From an optimization exercise on the open Yosys and OpenROAD flow, aimed at small area; shortcuts taken in it are not production practice. The RTL was checked by simulation tests, not by an equivalence proof against the original design. Power and IR drop assume default switching activity.

**config.mk**
```make
export PLATFORM = sky130hd
export DESIGN_NAME = aes_chip_sequencer
export DESIGN_NICKNAME = aes_chip_sequencer
export VERILOG_FILES = /design/flow/design.v
export SDC_FILE = /design/flow/constraint.sdc
export NUM_CORES = 4
export LEC_CHECK = 0
export CAP_MARGIN = 20
export CORE_MARGIN = 2
export CORE_UTILIZATION = 40
export SLEW_MARGIN = 20
```
**constraint.sdc**
```tcl
create_clock -name core_clock -period 20.0 [get_ports {clk}]
set_input_delay 4.0000 -clock core_clock [delete_from_list [all_inputs] [get_ports {clk}]]
set_output_delay 4.0000 -clock core_clock [all_outputs]
set_load 0.01 [all_outputs]
```
**design.v**
```verilog
module aes_chip_sequencer #(
    parameter int unsigned CLK_FREQ       = 50_000_000,
    parameter int unsigned AES_TX_FREQ    = 12_500_000,
    parameter int unsigned TIMEOUT_CYCLES = 1_000
) (
    input  logic         clk,
    input  logic         rst,
    input  logic         work,
    input  logic         enc,
    input  logic         gen_valid,
    output logic         gen_ready,
    input  logic [127:0] gen_key,
    input  logic [127:0] gen_text,
    input  logic [127:0] gen_expect,
    output logic [8:0]   aes_tx,
    input  logic [8:0]   aes_rx,
    output logic         busy,
    output logic [31:0]  total,
    output logic [31:0]  correct,
    output logic [127:0] error_chip,
    output logic [127:0] error_generator,
    output logic         timeout
);
    localparam int unsigned DIV   = CLK_FREQ / AES_TX_FREQ;
    localparam int unsigned DIV_W = $clog2(DIV);
    localparam logic [DIV_W-1:0] DIV_LAST = DIV_W'(DIV - 1);
    localparam logic [31:0]      WAIT_LAST = 32'(TIMEOUT_CYCLES - 1);
    localparam logic [2:0] ST_IDLE    = 3'd0;
    localparam logic [2:0] ST_FETCH   = 3'd1;
    localparam logic [2:0] ST_SEND    = 3'd2;
    localparam logic [2:0] ST_RECV    = 3'd3;
    localparam logic [2:0] ST_COMPARE = 3'd4;
    logic [2:0]       state_q, state_d;
    logic [255:0]     sh_q, sh_d;
    logic [8:0]       aes_tx_q, aes_tx_d;
    logic [127:0]     expect_q, expect_d;
    logic             enc_q, enc_d;
    logic [DIV_W-1:0] div_cnt_q, div_cnt_d;
    logic [4:0]       byte_cnt_q, byte_cnt_d;
    logic [3:0]       rx_cnt_q, rx_cnt_d;
    logic [31:0]      wait_cnt_q, wait_cnt_d;
    logic [127:0]     result_q, result_d;
    logic             tmo_txn_q, tmo_txn_d;
    logic             timeout_q, timeout_d;
    logic [31:0]      total_q, total_d;
    logic [31:0]      correct_q, correct_d;
    logic [127:0]     error_chip_q, error_chip_d;
    logic [127:0]     error_gen_q, error_gen_d;
    logic [8:0] rx_sync1_q, rx_sync2_q;
    logic       rx_prev_q;
    logic       rx_edge;
    assign rx_edge = rx_sync2_q[8] ^ rx_prev_q;
    always_comb begin
        state_d      = state_q;
        sh_d         = sh_q;
        aes_tx_d     = aes_tx_q;
        expect_d     = expect_q;
        enc_d        = enc_q;
        div_cnt_d    = div_cnt_q;
        byte_cnt_d   = byte_cnt_q;
        rx_cnt_d     = rx_cnt_q;
        wait_cnt_d   = wait_cnt_q;
        result_d     = result_q;
        tmo_txn_d    = tmo_txn_q;
        timeout_d    = timeout_q;
        total_d      = total_q;
        correct_d    = correct_q;
        error_chip_d = error_chip_q;
        error_gen_d  = error_gen_q;
        case (state_q)
            ST_IDLE: begin
                if (work) state_d = ST_FETCH;
            end
            ST_FETCH: begin
                if (gen_valid) begin
                    sh_d       = {gen_key, gen_text};
                    expect_d   = gen_expect;
                    enc_d      = enc;
                    aes_tx_d   = {1'b1, gen_key[127:120]};
                    div_cnt_d  = '0;
                    byte_cnt_d = '0;
                    rx_cnt_d   = '0;
                    wait_cnt_d = '0;
                    result_d   = '0;
                    tmo_txn_d  = 1'b0;
                    state_d    = ST_SEND;
                end
            end
            ST_SEND: begin
                if (div_cnt_q == DIV_LAST) begin
                    div_cnt_d = '0;
                    if (byte_cnt_q == 5'd31) begin
                        aes_tx_d = '0;
                        state_d  = ST_RECV;
                    end else begin
                        byte_cnt_d = byte_cnt_q + 5'd1;
                        sh_d       = {sh_q[247:0], 8'h00};
                        aes_tx_d   = {1'b1, sh_q[247:240]};
                    end
                end else begin
                    div_cnt_d = div_cnt_q + 1'b1;
                end
            end
            ST_RECV: begin
                if (rx_edge) begin
                    for (int unsigned i = 0; i < 16; i++) begin
                        if (rx_cnt_q == 4'(15 - i)) result_d[i*8 +: 8] = rx_sync2_q[7:0];
                    end
                    rx_cnt_d   = rx_cnt_q + 4'd1;
                    wait_cnt_d = '0;
                    if (rx_cnt_q == 4'd15) state_d = ST_COMPARE;
                end else if (wait_cnt_q == WAIT_LAST) begin
                    timeout_d = 1'b1;
                    tmo_txn_d = 1'b1;
                    state_d   = ST_COMPARE;
                end else begin
                    wait_cnt_d = wait_cnt_q + 32'd1;
                end
            end
            ST_COMPARE: begin
                total_d = (total_q == '1) ? total_q : total_q + 32'd1;
                if (result_q == expect_q && !tmo_txn_q) begin
                    correct_d = (correct_q == '1) ? correct_q : correct_q + 32'd1;
                end else begin
                    error_chip_d = result_q;
                    error_gen_d  = expect_q;
                end
                state_d = work ? ST_FETCH : ST_IDLE;
            end
            default: state_d = ST_IDLE;
        endcase
    end
    always_ff @(posedge clk or posedge rst) begin
        if (rst) begin
            state_q      <= ST_IDLE;
            sh_q         <= '0;
            aes_tx_q     <= '0;
            expect_q     <= '0;
            enc_q        <= 1'b0;
            div_cnt_q    <= '0;
            byte_cnt_q   <= '0;
            rx_cnt_q     <= '0;
            wait_cnt_q   <= '0;
            result_q     <= '0;
            tmo_txn_q    <= 1'b0;
            timeout_q    <= 1'b0;
            total_q      <= '0;
            correct_q    <= '0;
            error_chip_q <= '0;
            error_gen_q  <= '0;
            rx_sync1_q   <= '0;
            rx_sync2_q   <= '0;
            rx_prev_q    <= 1'b0;
        end else begin
            state_q      <= state_d;
            sh_q         <= sh_d;
            aes_tx_q     <= aes_tx_d;
            expect_q     <= expect_d;
            enc_q        <= enc_d;
            div_cnt_q    <= div_cnt_d;
            byte_cnt_q   <= byte_cnt_d;
            rx_cnt_q     <= rx_cnt_d;
            wait_cnt_q   <= wait_cnt_d;
            result_q     <= result_d;
            tmo_txn_q    <= tmo_txn_d;
            timeout_q    <= timeout_d;
            total_q      <= total_d;
            correct_q    <= correct_d;
            error_chip_q <= error_chip_d;
            error_gen_q  <= error_gen_d;
            rx_sync1_q   <= aes_rx;
            rx_sync2_q   <= rx_sync1_q;
            rx_prev_q    <= rx_sync2_q[8];
        end
    end
    assign gen_ready       = (state_q == ST_FETCH) && gen_valid;
    assign busy            = (state_q != ST_IDLE);
    assign aes_tx          = aes_tx_q;
    assign total           = total_q;
    assign correct         = correct_q;
    assign error_chip      = error_chip_q;
    assign error_generator = error_gen_q;
    assign timeout         = timeout_q;
endmodule
```
**run.sh**
```bash
#!/bin/bash
# synth_recipe.tcl (not shown) runs the flow's synth.tcl, then flattens the netlist and writes it again
# the make line also repeats each setting of config.mk as NAME=value (left out here)
make -C /OpenROAD-flow-scripts/flow DESIGN_CONFIG=/design/flow/config.mk WORK_HOME=/design/flow/orfs CLKGATE_MAP_FILE= SYNTH_SCRIPT=/design/flow/synth_recipe.tcl finish
```
==> summary.txt <==
Pwr
  • Pleak: approximately 22 nW
  • VDD IR-drop max: slightly below 0.09 mV
  • Tot Pwr: about 0.0073 W
  • P per Cell Area: 146.7 nW/µm²

GRT
  • Largest net degree at the start of global routing: a little under 300
  • Gr usage total: about a quarter
  • Initial antenna violation count: 31
  • First-pass GRT wire length: about 190000 µm
  • Grt total ovfl: 0
  • Vias in the first global route: just under 30000

Critical path
  • Slowest stage delay, CP: approximately 630 ps
  • Cells along the critical path: clkdlybuf4s50_1 > nand3b_1 > nand2b_4 > inv_6 > clkdlybuf4s50_1
  • WS Path Type: in2out
  • Worst Setup End Kind: output pin
  • Worst Path Required: 16000 ps
  • Reg2reg end: error_gen_q[10]$_DFFE_PP0P_
  • Reg2Reg Setup Slack: about 14000 ps
  • CP Launch Type: input port
  • R2R depth: 9
  • Worst Setup SP: gen_valid
  • Worst R2R Start: expect_q[117]$_DFFE_PP0P_
  • Worst-path fanout max: 53
  • CP arrival: 6320 ps
  • Cell mode on critical path: clkdlybuf4s50_1
  • Worst Setup EP: gen_ready
  • Critical Path Slowest Stage Cell: clkdlybuf4s50_1

Timing
  • RSZ-0062 raised after global routing: no
  • Fin crit share: roughly half
  • # setup viols final: 0
  • Relative slew slack: ~17%
  • Worst Tran Pin Value: roughly 1300 ps
  • Clk_skew: roughly 29 ps
  • Setup Total Neg Slack: 0 ps
  • Highest Clock Rate: a little under 100 MHz
  • Final Slew Violations: 0
  • Final Hold Vio Count: 0
  • Final min period: 10320 ps

Logic synthesis
  • Synth Area in XOR/XNOR: around 3.9%
  • Ys Warns: 1
  • Yosys top cell area share: 59.12%
  • Multiplexer area fraction after synthesis: between 6 and 7%
  • Synth Area in Adders: less than 1%
  • Number of distinct library cells after synthesis: between 50 and 60
  • Synth top cells by count: 1111 x nand2_1, 900 x dfrtp_1, 323 x nor2_1
  • Post-synthesis share of cell area spent on and, or, nand and nor gates: a little under a fifth
  • Post-synth top flop: dfrtp_1
  • Sequential share of the synthesized area: between 50% and 60%
  • Synth area leader: dfrtp_1
  • Most common cell in the netlist: nand2_1
  • Yosys reg bits: 900
  • Synth area leaders: dfrtp_1 59%, nand2_1 11%, mux2_1 4.6%
  • Syn Area/Cell: 10.03 µm²
  • Gate Count Post-Synth: 3797
  • Cell Area, Synth: ~38000 µm²
  • Asr flop ratio synth: 100.0%
  • Complex-gate fraction of the synthesized area: around 8.0%
  • Post-synth EDFFs: 0
  • Syn_nets: 4205
  • Largest family of logic cells by synthesized area: simple AND/OR/NAND/NOR gates

Clock tree
  • TritonCTS clock tree: done
  • Root buffer selected by CTS: clkbuf_16
  • Max Buffers Root-to-Sink: 3
  • CTS H-tree lvls: 3
  • Total CTS buffers: between 100 and 150
  • CTS Sinks: 900
  • Post-CTS Hold Fix Bufs: 0
  • Post-CTS sizing: 0
  • Clock latency (worst-skew pair): between 600 and 700 ps
  • Post-CTS Setup Bufs: 0
  • Clock slew at reported path FFs: 60 ps

Routing
  • Via count: between 20000 and 30000
  • Drt pass-1 iters: 6
  • Antenna viol nets, final: 0
  • Vias/cell: 5.161
  • Wire length per cell: between 20 and 25 µm
  • Drt drc: 0
  • Starting DRT DRC Count: about 2700
  • Detailed Route WL: 128500 µm

Final layout
  • Fin util: 52.76%
  • Total Nets Final: 4838
  • Area Overhead vs Synth: 31.20%
  • Layout cell share with drive strength beyond 1: 6.448%
  • Area of the multi-input gates: 14420 µm²
  • Fill count: between 8000 and 9000
  • Register area: approximately 23000 µm²
  • Non-filler cells, final: between 5000 and 6000
  • Post-route cell area: between 40000 and 50000 µm²

Place
  • Dpl hpwl: 91960 µm
  • IO Port Bufs: about 730
  • Cell Area, Placed: 46300 µm²
  • Routability cong.: ~0.89
  • Placed insts: roughly 5600

Floorplanning
  • # IOs: 730
  • Row count: approximately 110
  • Die span in x: approximately 310 µm
  • Core area: between 90000 and 100000 µm²
  • Die height: 312.6 µm
  • Starting density of the core: 40.21%
  • Die area: 97720 µm²

Run status
  • Run status: finished clean

Run
  • Max-Cap Viols: 0

Hold path
  • Hold_sp: rx_sync1_q[1]$_DFF_PP0_
  • Worst hold path class: reg2reg
  • Hold Crit Depth: 0
-- state kept, by name, summed over array words and instances, names as in the netlist, 2 cells and up --
| register | count |
|---|---|
| rx_cnt_q | 4 |
| rx_sync2_q | 9 |
| error_chip_q | 128 |
| result_q | 128 |
| state_q | 3 |
| div_cnt_q | 2 |
| rx_sync1_q | 9 |
| byte_cnt_q | 5 |
| error_gen_q | 128 |
| expect_q | 128 |
| sh_q | 248 |
| wait_cnt_q | 32 |
| total_q | 32 |
| correct_q | 32 |
| aes_tx_q | 9 |
-- per-layer routing --
layer	global-route usage (%)	part of all wire (%)	vias up
li1	-	-	14040
met2	42.18	49	879
met3	6.125	6.9	205
met4	9.363	3.3	18
met5	0	0.096	-
met1	33.73	41	14790
-- through the flow --
stage                     hold slack (ps)  worst slack [ps]
after floorplan                     331.2              3621
after global placement              332.0              9693
after detailed placement            334.7              9681
after CTS                           335.8              9670
after global routing                353.9              9549
final                               333.3              9684
-- how the worst min path moves through the flow --
stage	end
2_1_floorplan	rx_sync2_q[0]$_DFF_PP0_
3_3_place_gp	rx_sync2_q[0]$_DFF_PP0_
3_5_place_dp	rx_sync2_q[0]$_DFF_PP0_
4_1_cts	rx_sync2_q[1]$_DFF_PP0_
5_1_grt	rx_sync2_q[6]$_DFF_PP0_
6_report	rx_sync2_q[1]$_DFF_PP0_
-- power breakdown --
| group | switching [W] | internal [W] |
|---|---|---|
| Sequential | 0.000483 | 0.00245 |
| Clock | 0.000781 | 0.00120 |
| Combinational | 0.00138 | 0.00104 |
| Total | 0.00264 | 0.00469 |
-- layout make-up --
| class | instances | share of cell area [%] |
|---|---|---|
| well taps | 1265 | 3.167 |
| diodes | 21 | 0.1051 |
| repair buffers | 761 | 15.22 |
| flip-flops and latches | 900 | 45.06 |
| clock inverters | 45 | 1.317 |
| inverters | 56 | 0.4381 |
| clock buffers | 141 | 5.843 |
| multi-input cells | 2610 | 28.84 |
-- critical path: cells and delay by family --
family / cells / cell delay (ps)
simple gates: 2 / 640
buf+inv: 3 / 1650
-- layout by cell type, fill, tap and decap left out, types with 10 or more instances in the layout --
| cell | Yosys | final |
|---|---|---|
| nand2_1 | 1111 | 1109 |
| clkbuf_1 | 191 | 18 |
| bufinv_16 | 0 | 14 |
| a22o_1 | 10 | 10 |
| nand4_1 | 43 | 43 |
| clkbuf_8 | 0 | 20 |
| clkinv_2 | 0 | 22 |
| inv_1 | 56 | 54 |
| o21ai_1 | 23 | 23 |
| nor4_1 | 30 | 30 |
| xnor2_1 | 67 | 67 |
| a21oi_1 | 27 | 26 |
| o21ai_0 | 101 | 101 |
| diode_2 | 0 | 21 |
| nand2b_1 | 24 | 23 |
| nor3_1 | 12 | 11 |
| o31ai_1 | 17 | 17 |
| nand3_1 | 70 | 70 |
| nor2_1 | 323 | 320 |
| xor2_1 | 104 | 104 |
| a31oi_1 | 240 | 240 |
| a2111oi_0 | 11 | 11 |
| clkdlybuf4s50_1 | 0 | 728 |
| nor2b_1 | 38 | 38 |
| dfrtp_1 | 900 | 899 |
| a32o_1 | 24 | 24 |
| mux2_1 | 157 | 157 |
| mux2_2 | 71 | 71 |
| and3_1 | 28 | 28 |
| clkbuf_16 | 0 | 103 |
| ha_1 | 10 | 10 |
| buf_4 | 8 | 27 |
-- kinds of logic (layout without fill, tap and decap cells) --
logic type | count (synthesis) | in the layout
adder cells (fa/ha/maj) | 10 | 10
flip-flops | 900 | 900
multiplexers | 228 | 228
XOR/XNOR | 171 | 171
other | 0 | 21
AND/OR/NAND/NOR | 1719 | 1719
buffers and inverters | 287 | 1003
AO/OA/AOI/OAI | 482 | 482

## afterwards: timing with drivers on the ports
No port has a modelled driver above. Below, the same layout with a new extraction and two added sets of constraints.
Step 1 assumes that a clkbuf_16 drives the clock port and a buf_2 every other input.
Step 2 times the ports against the registers' clock, not the clock port: input delays grow and output delays shrink by t, the midpoint of the rising clock arrivals with the driver on.
a / b / c = no drivers / after step 1 / after step 2; a / b = the first two.
t (ns): 0.741
slack for setup (ns): 9.684 / 9.539 / 9.539
hold WS [ns]: 0.333 / 0.333 / 0.333
worst slew at a driven data input, ns: 0.18
cell pins on the clock port's net: 1
After both steps setup and hold are still met in this run. The setup slack of this run moves by -0.145 ns with the drivers and by -0.145 ns with both steps.
